Context: an optimization exercise on an open-source flow, tuned for small area, a short achievable clock period and few clock cycles per item. The choices shown serve that exercise and are no tape-out recipe. RTL that was checked went through simulation tests only; none was proved equivalent to the original.

==> flow/design.v (excerpt) <==
module heater_pid_duty_control_unit (
    input  logic                                 clk,
    input  logic                                 rst_n,
    input  logic                                 cfg_we,
    input  logic [hpdc_pkg::CFG_ADDR_W-1:0]      cfg_addr,
    input  logic [hpdc_pkg::CFG_DATA_W-1:0]      cfg_wdata,
    input  logic                                 s_tvalid,
    output logic                                 s_tready,
    input  logic [hpdc_pkg::IN_DATA_W-1:0]       s_tdata,
    output logic                                 m_tvalid,
    input  logic                                 m_tready,
    output logic [hpdc_pkg::OUT_DATA_W-1:0]      m_tdata
);
For scale: about 330 flip-flops, ~58 I/O pins.
Settings: LEC_CHECK=0, CAP_MARGIN=20, CORE_MARGIN=2, CORE_UTILIZATION=40, CTS_CLUSTER_DIAMETER=100, CTS_CLUSTER_SIZE=24, SLEW_MARGIN=20; clock period 19.0 ns.
standard.sh (not shown) runs the stock make flow with config.mk's settings and CLKGATE_MAP_FILE= SYNTH_SCRIPT=/design/flow/synth_recipe.tcl, a recipe that flattens the netlist after the stock synthesis.
==> flow/flow/run.sh <==
#!/bin/bash
# Layout: the standard flow (standard.sh: the standard flow's synthesis and ORFS from floorplan to
# finish, at the design's clock period and constraints), with two changes in how the layout is
# made: the port buffers are buf_4 cells instead of the default delay-buffer choice, and the
# resizer's timing repair aims for 14 ns of setup slack at the 19 ns clock, so that it sizes the
# slowest paths as for a 5 ns clock. make's full output goes to standard.log; each ORFS step
# keeps its own log under orfs/logs/.
export BUFFER_PORTS_ARGS="-buffer_cell sky130_fd_sc_hd__buf_4"
export SETUP_SLACK_MARGIN=14.0
bash standard.sh > standard.log 2>&1
Testbench counts at the start, summed over its fixed seeds: cycles 24,040, items 24,000.
Next try:
--- a/flow/design.v
+++ b/flow/design.v
@@ -112,64 +112,71 @@
                 3'd1: {bp_neg, bp_two, bp_one} <= enc_w;
                 3'd2: begin {bi_neg, bi_two, bi_one} <= enc_w; ki_ge <= ge_w; end
                 3'd3: {bd_neg, bd_two, bd_one} <= enc_w;
                 3'd4: floor_reg  <= (cfg_wdata[6:0] > 7'd100) ? 7'd100 : cfg_wdata[6:0];
                 3'd5: ceil_reg   <= (cfg_wdata[6:0] > 7'd100) ? 7'd100 : cfg_wdata[6:0];
                 3'd6: below_reg  <= cfg_wdata[11:0];
                 default: above_reg <= cfg_wdata[11:0];
             endcase
         end
     end
     logic en;
     logic v0, v1, v2, v3;
-    logic o_valid, o_empty, k_valid;
+    logic o_valid, k_valid;
     logic [10:0] o_data, k_data, x_data;
-    logic x_valid, take, o_next, k_next;
+    logic x_valid, take;
     logic ready_reg;
     assign en       = !k_valid;
     assign s_tready = ready_reg;
     assign m_tvalid = o_valid;
     assign m_tdata  = {4'd0, o_data[10:7], o_data[10], o_data[6:0]};
     assign x_valid  = en && v3;
-    assign take     = !o_empty && m_tready;
-    assign k_next   = k_valid ? !take : (x_valid && !o_empty && !m_tready);
-    assign o_next   = k_valid || x_valid || (!o_empty && !m_tready);
+    assign take     = o_valid && m_tready;
     always_ff @(posedge clk or negedge rst_n)
     begin
         if (!rst_n)
         begin
             v0 <= 1'b0; v1 <= 1'b0; v2 <= 1'b0; v3 <= 1'b0;
-            o_valid   <= 1'b0;
-            o_empty   <= 1'b1;
-            k_valid   <= 1'b0;
-            ready_reg <= 1'b0;
+            o_valid <= 1'b0;
+            k_valid <= 1'b0;
+            ready_reg <= 1'b1;
         end
         else
         begin
             if (en)
             begin
-                v0 <= s_tvalid && ready_reg;
+                v0 <= s_tvalid;
                 v1 <= v0; v2 <= v1; v3 <= v2;
             end
-            k_valid   <= k_next;
-            ready_reg <= !k_next;
-            o_valid   <= o_next;
-            o_empty   <= !o_next;
+            if (k_valid)
+            begin
+                k_valid   <= !take;
+                ready_reg <= take;
+            end
+            else
+            begin
+                k_valid   <= x_valid && o_valid && !m_tready;
+                ready_reg <= !(x_valid && o_valid && !m_tready);
+            end
+            if (!k_valid && x_valid)
+                o_valid <= 1'b1;
+            else if (!k_valid && take)
+                o_valid <= 1'b0;
         end
     end
     always_ff @(posedge clk)
     begin
         if (en)
             k_data <= x_data;
-        if (k_valid ? take : (x_valid && (o_empty || m_tready)))
+        if (k_valid ? take : (x_valid && (!o_valid || m_tready)))
             o_data <= k_valid ? k_data : x_data;
     end
     logic [14:0] t0;
     always_ff @(posedge clk)
     begin
         if (en)
             t0 <= s_tdata[14:0];
     end
     localparam logic [2:0] C_PID = 3'd0, C_TOG = 3'd1, C_FULL = 3'd2, C_OFF = 3'd3,
                            C_FAULT = 3'd4, C_PIDF = 3'd5, C_PID0 = 3'd6;
     logic signed [16:0] temp1_x, err1;
     logic f_fault, f_band, f_tog, f_epos, f_clr;
Maximum frequency goes down slightly.
Routed wire length went down slightly.
Die area stays flat.
First-iteration DRC count decreases by about a fifth.
Via count is about the same.
Worst hold slack barely changes.
Design area climbs slightly.
Sequential share of layout area fell by 0.12 points.
Cell count is about the same.
Count of clock-buffer cells in the layout rose by 2.
Sequential cell count drops by 1.
Testbench counts after the change, summed over its fixed seeds: cycles 24,040, items 24,000.

---

heater_pid_duty_control_unit, a different RTL version from the one above (not shown whole).
For scale: about 3,400 cells after synthesis, about 58 I/O pins, ~35,000 µm² of cells after synthesis.
clock: 19.0 ns
lec_check: 0
cap_margin: 20
core_margin: 2
core_utilization: 40
cts_cluster_diameter: 100
cts_cluster_size: 24
slew_margin: 20
==> flow/flow/run.sh <==
#!/bin/bash
# Layout: the standard flow (standard.sh: the standard flow's synthesis and ORFS from floorplan to
# finish, at the design's clock period and constraints), with two changes in how the layout is
# made: the port buffers are buf_4 cells instead of the default delay-buffer choice, and the
# resizer's timing repair aims for 14.3 ns of setup slack at the 19 ns clock, so that it sizes the
# slowest paths as for a 4.7 ns clock. make's full output goes to standard.log; each ORFS step
# keeps its own log under orfs/logs/.
export BUFFER_PORTS_ARGS="-buffer_cell sky130_fd_sc_hd__buf_4"
export SETUP_SLACK_MARGIN=14.3
bash standard.sh > standard.log 2>&1
The first run passed the timing, design-rule and antenna checks.
Next try:
--- a/flow/design.v
+++ b/flow/design.v
@@ -73,71 +73,56 @@
         logic [8:0] one, two, neg;
         gx = {2'b00, g, 1'b0};
         for (int j = 0; j < 9; j++)
         begin
             one[j] = gx[2*j+1] ^ gx[2*j];
             two[j] = (gx[2*j+2] & ~gx[2*j+1] & ~gx[2*j]) | (~gx[2*j+2] & gx[2*j+1] & gx[2*j]);
             neg[j] = gx[2*j+2] & ~(gx[2*j+1] & gx[2*j]);
         end
         booth_enc = {neg, two, one};
     endfunction
-    logic        cfg_we_r;
-    logic [2:0]  cfg_addr_r;
-    logic [15:0] cfg_wdata_r;
-    always_ff @(posedge clk or negedge rst_n)
-    begin
-        if (!rst_n)
-            cfg_we_r <= 1'b0;
-        else
-            cfg_we_r <= cfg_we;
-    end
-    always_ff @(posedge clk)
-    begin
-        cfg_addr_r  <= cfg_addr;
-        cfg_wdata_r <= cfg_wdata;
-    end
     logic [26:0] enc_w;
     logic [15:7] ge_w;
-    assign enc_w = booth_enc(cfg_wdata_r);
+    assign enc_w = booth_enc(cfg_wdata);
     genvar gi;
     generate
         for (gi = 7; gi < 16; gi = gi + 1)
         begin : g_ge
-            assign ge_w[gi] = |cfg_wdata_r[15:gi];
+            assign ge_w[gi] = |cfg_wdata[15:gi];
         end
     endgenerate
     always_ff @(posedge clk or negedge rst_n)
     begin
         if (!rst_n)
         begin
             target_reg    <= 12'd0;
             target_on_reg <= 1'b0;
             {bp_neg, bp_two, bp_one} <= booth_enc(16'd1280);
             {bi_neg, bi_two, bi_one} <= booth_enc(16'd77);
             {bd_neg, bd_two, bd_one} <= booth_enc(16'd5120);
             ki_ge         <= 9'd0;
             floor_reg     <= 7'd2;
             ceil_reg      <= 7'd100;
             below_reg     <= 12'd320;
             above_reg     <= 12'd16;
         end
-        else if (cfg_we_r)
+        else if (cfg_we)
         begin
-            case (cfg_addr_r)
-                3'd0: begin target_reg <= cfg_wdata_r[11:0]; target_on_reg <= |cfg_wdata_r[11:0]; end
+            case (cfg_addr)
+                3'd0: begin target_reg <= cfg_wdata[11:0]; target_on_reg <= |cfg_wdata[11:0]; end
                 3'd1: {bp_neg, bp_two, bp_one} <= enc_w;
                 3'd2: begin {bi_neg, bi_two, bi_one} <= enc_w; ki_ge <= ge_w; end
                 3'd3: {bd_neg, bd_two, bd_one} <= enc_w;
-                3'd4: floor_reg  <= (cfg_wdata_r[6:0] > 7'd100) ? 7'd100 : cfg_wdata_r[6:0];
-                3'd5: ceil_reg   <= (cfg_wdata_r[6:0] > 7'd100) ? 7'd100 : cfg_wdata_r[6:0];
-                3'd6: below_reg  <= cfg_wdata_r[11:0];
-                default: above_reg <= cfg_wdata_r[11:0];
+                3'd4: floor_reg  <= (cfg_wdata[6:0] > 7'd100) ? 7'd100 : cfg_wdata[6:0];
+                3'd5: ceil_reg   <= (cfg_wdata[6:0] > 7'd100) ? 7'd100 : cfg_wdata[6:0];
+                3'd6: below_reg  <= cfg_wdata[11:0];
+                default: above_reg <= cfg_wdata[11:0];
             endcase
         end
     end
     logic en;
     logic v0, v1, v2, v3;
     logic o_valid, k_valid;
     logic [10:0] o_data, k_data, x_data;
     logic x_valid, take;
     logic ready_reg;
     assign en       = !k_valid;
Outcome: Die area is lower by 1.2%; count of clock-buffer cells in the layout fell by 3; utilization decreases by 0.11 points; maximum frequency stays flat; worst hold slack is better by 4.2 ps; worst setup slack got worse by 9.4 ps.
Testbench counts after the change, summed over its fixed seeds: cycles 24,040, items 24,000.
The RTL of the first run of this note was laid out without a check of its function.

---

heater_pid_duty_control_unit, a different RTL version from the one above (not shown whole).
For scale: ~3,400 cells after synthesis, about 58 I/O pins.
## heater_pid_duty_control_unit
module heater_pid_duty_control_unit (
    input  logic                                 clk,
    input  logic                                 rst_n,
    input  logic                                 cfg_we,
    input  logic [hpdc_pkg::CFG_ADDR_W-1:0]      cfg_addr,
    input  logic [hpdc_pkg::CFG_DATA_W-1:0]      cfg_wdata,
    input  logic                                 s_tvalid,
    output logic                                 s_tready,
    input  logic [hpdc_pkg::IN_DATA_W-1:0]       s_tdata,
    output logic                                 m_tvalid,
    input  logic                                 m_tready,
    output logic [hpdc_pkg::OUT_DATA_W-1:0]      m_tdata
);
    logic [11:0] target_reg;
    logic        target_on_reg;
    logic [6:0]  floor_reg, ceil_reg;
    logic [11:0] below_reg, above_reg;
    logic [8:0]  bp_one, bp_two, bp_neg, bd_one, bd_two, bd_neg, bi_one, bi_two, bi_neg;
    logic [15:7] ki_ge;    
    function automatic logic [26:0] booth_enc(input logic [15:0] g);
        logic [18:0] gx;
  ...
Settings: LEC_CHECK=0, CAP_MARGIN=20, CORE_MARGIN=2, CORE_UTILIZATION=40, SLEW_MARGIN=20; clock period 19.0 ns.
run.sh (not shown) runs the stock make flow with config.mk's settings and CLKGATE_MAP_FILE= SYNTH_SCRIPT=/design/flow/synth_recipe.tcl, a recipe that flattens the netlist after the stock synthesis.
Stock flow here: none of the scripts above is used.
Testbench counts at the start, summed over its fixed seeds: cycles 24,032, items 24,000.
Then changed:
--- a/flow/design.v
+++ b/flow/design.v
@@ -114,44 +114,44 @@
                 3'd3: {bd_neg, bd_two, bd_one} <= enc_w;
                 3'd4: floor_reg  <= (cfg_wdata[6:0] > 7'd100) ? 7'd100 : cfg_wdata[6:0];
                 3'd5: ceil_reg   <= (cfg_wdata[6:0] > 7'd100) ? 7'd100 : cfg_wdata[6:0];
                 3'd6: below_reg  <= cfg_wdata[11:0];
                 default: above_reg <= cfg_wdata[11:0];
             endcase
         end
     end
     logic en;
-    logic v0, v1, v2;
+    logic v0, v1, v2, v3, v4;
     logic o_valid, k_valid;
     logic [10:0] o_data, k_data, x_data;
     logic x_valid, take;
     logic ready_reg;
     assign en       = !k_valid;
     assign s_tready = ready_reg;
     assign m_tvalid = o_valid;
     assign m_tdata  = {4'd0, o_data[10:7], o_data[10], o_data[6:0]};
-    assign x_valid  = en && v2;
+    assign x_valid  = en && v4;
     assign take     = o_valid && m_tready;
     always_ff @(posedge clk or negedge rst_n)
     begin
         if (!rst_n)
         begin
-            v0 <= 1'b0; v1 <= 1'b0; v2 <= 1'b0;
+            v0 <= 1'b0; v1 <= 1'b0; v2 <= 1'b0; v3 <= 1'b0; v4 <= 1'b0;
             o_valid <= 1'b0;
             k_valid <= 1'b0;
             ready_reg <= 1'b1;
         end
         else
         begin
             if (en)
             begin
                 v0 <= s_tvalid;
-                v1 <= v0; v2 <= v1;
+                v1 <= v0; v2 <= v1; v3 <= v2; v4 <= v3;
             end
             if (k_valid)
             begin
                 k_valid   <= !take;
                 ready_reg <= take;
             end
             else
             begin
                 k_valid   <= x_valid && o_valid && !m_tready;
@@ -173,75 +173,87 @@
     logic [14:0] t0;
     always_ff @(posedge clk)
     begin
         if (en)
             t0 <= s_tdata[14:0];
     end
     localparam logic [2:0] C_PID = 3'd0, C_TOG = 3'd1, C_FULL = 3'd2, C_OFF = 3'd3,
                            C_FAULT = 3'd4, C_PIDF = 3'd5, C_PID0 = 3'd6;
     logic signed [16:0] temp1_x, err1;
-    logic f_fault, f_band, f_tog, f_epos, f_clr;
+    logic f_fault, f_band, f_tog;
     logic [2:0] code1;
     always_comb
     begin
         temp1_x = {{2{t0[14]}}, t0};
         err1    = $signed({5'd0, target_reg}) - temp1_x;
         f_fault = !((temp1_x > -17'sd160) && (temp1_x < 17'sd3360));
         f_band  = (err1 < $signed({5'd0, below_reg})) && target_on_reg;
         f_tog   = (temp1_x > 17'sd1920) && target_on_reg;
-        f_epos  = !err1[16] && (err1 != 17'sd0);
-        f_clr   = err1 <= -17'sd10;
         if (f_fault)
             code1 = C_FAULT;
         else if (f_band)
             code1 = (err1 <= $signed(~{5'd0, above_reg})) ? C_PID0 : (err1[16] ? C_PIDF : C_PID);
         else if (f_tog)
             code1 = C_TOG;
         else if (target_on_reg)
             code1 = C_FULL;
         else
             code1 = C_OFF;
     end
+    logic signed [12:0] e1;
+    logic [2:0] s1_code;
+    logic s1_pid, s1_epos, s1_clr;
+    always_ff @(posedge clk)
+    begin
+        if (en)
+        begin
+            e1      <= err1[12:0];
+            s1_code <= code1;
+            s1_pid  <= f_band && !f_fault;
+            s1_epos <= !err1[16] && (err1 != 17'sd0);
+            s1_clr  <= err1 <= -17'sd10;
+        end
+    end
     logic [23:0] isum_reg;
     logic signed [12:0] last_err_reg;
     logic [24:0] isum_add;
     logic [23:0] isum_new;
     always_comb
     begin
-        isum_add = {1'b0, isum_reg} + {13'd0, err1[11:0]};
-        if (f_epos)
+        isum_add = {1'b0, isum_reg} + {13'd0, e1[11:0]};
+        if (s1_epos)
             isum_new = isum_add[24] ? 24'hffffff : isum_add[23:0];
-        else if (f_clr)
+        else if (s1_clr)
             isum_new = 24'd0;
         else
             isum_new = isum_reg;
     end
     always_ff @(posedge clk or negedge rst_n)
     begin
         if (!rst_n)
         begin
             isum_reg     <= 24'd0;
             last_err_reg <= 13'sd0;
         end
-        else if (en && v0 && f_band && !f_fault)
+        else if (en && v1 && s1_pid)
         begin
             isum_reg     <= isum_new;
-            last_err_reg <= err1[12:0];
+            last_err_reg <= e1;
         end
     end
     logic signed [13:0] d2;
     logic [2:0] s2_code;
     always_ff @(posedge clk)
     begin
         if (en)
         begin
-            d2      <= $signed({err1[12], err1[12:0]}) - $signed({last_err_reg[12], last_err_reg});
-            s2_code <= code1;
+            d2      <= $signed({e1[12], e1}) - $signed({last_err_reg[12], last_err_reg});
+            s2_code <= s1_code;
         end
     end
     logic [32:0] cs_a, cs_b;
     logic w0;
     logic w1;
     logic w2;
     logic w3;
     logic w4;
     logic w5;
@@ -2985,22 +2997,28 @@
         sum4    = r3_a + r3_b;
         c19     = sum4[19] ^ r3_a[19] ^ r3_b[19];
         hx      = r3_a[32:19] ^ r3_b[32:19];
         hy      = {r3_a[31:19] | r3_b[31:19], c19};
         zero_hi = &(~(hx ^ hy));
     end
     logic s4_neg, s4_hi;
     logic [6:0] s4_d;
     logic [2:0] s4_code;
-    assign s4_neg  = sum4[32] && !s3_big;
-    assign s4_hi   = !zero_hi || s3_big;
-    assign s4_d    = sum4[18:12];
-    assign s4_code = s3_code;
+    always_ff @(posedge clk)
+    begin
+        if (en)
+        begin
+            s4_neg  <= sum4[32] && !s3_big;
+            s4_hi   <= !zero_hi || s3_big;
+            s4_d    <= sum4[18:12];
+            s4_code <= s3_code;
+        end
+    end
     logic [6:0] held_duty_reg;
     logic [1:0] ticks_reg;
     logic       fault_reported_reg;
     logic [6:0] pid_cl, pid_duty, tog_duty, duty;
     logic       tick_rst;
     logic [2:0] mode;
     logic       first;
     always_comb
     begin
Effect: The changed run finished with timing, DRC and antenna clean. Area after synthesis is higher by 2.7%. Worst hold slack loses 0.051 ns. Non-clock buffer count came out lower by 10. Design area is higher by 2.8%. Register-to-register slack is better by 1.0 ns. Die area climbs by 2.7%. Setup slack is better by 1.0 ns. Cell count climbs by 2.1%. Wire length came out higher by 1.3%. Flip-flop and latch count increases by 33. Count of clock-buffer cells in the layout goes up by 7. Core utilization rises by 0.25 points.
Testbench counts after the change, summed over its fixed seeds: cycles 24,048, items 24,000.

## what the ideal ports hide
The results above use ideal ports. As a check the final layouts listed here were re-extracted and re-timed, cells and wires unchanged. Step 1, drivers: a clkbuf_16 drives clk and a buf_2 each remaining input, both assumed. Step 2 also shifts input and output timing later by t, the mid clock arrival at the registers, as if the neighbouring blocks saw the same clock. Slacks: ideal / step 1 / step 2; pairs: ideal / step 1.
run	t (ns)	setup slack, ns	worst slew at a driven data input, ns
the first run of note 1	0.637	14.062 / 13.998 / 13.452	0.06
the second run of note 1	0.647	13.981 / 13.919 / 13.612	0.05
the first run of note 2	0.647	13.971 / 13.909 / 13.873	0.05
the second run of note 2	0.655	13.961 / 13.896 / 13.852	0.05
the first run of note 3	0.623	12.531 / 12.531 / 12.531	0.04
the second run of note 3	0.649	13.548 / 13.514 / 13.114	0.06
After both steps every run listed still meets setup and hold. For the first run of note 1, which loses most, drivers alone change the setup slack by -0.064 ns; drivers and shift together by -0.610 ns. Setup slack includes reset recovery checks.
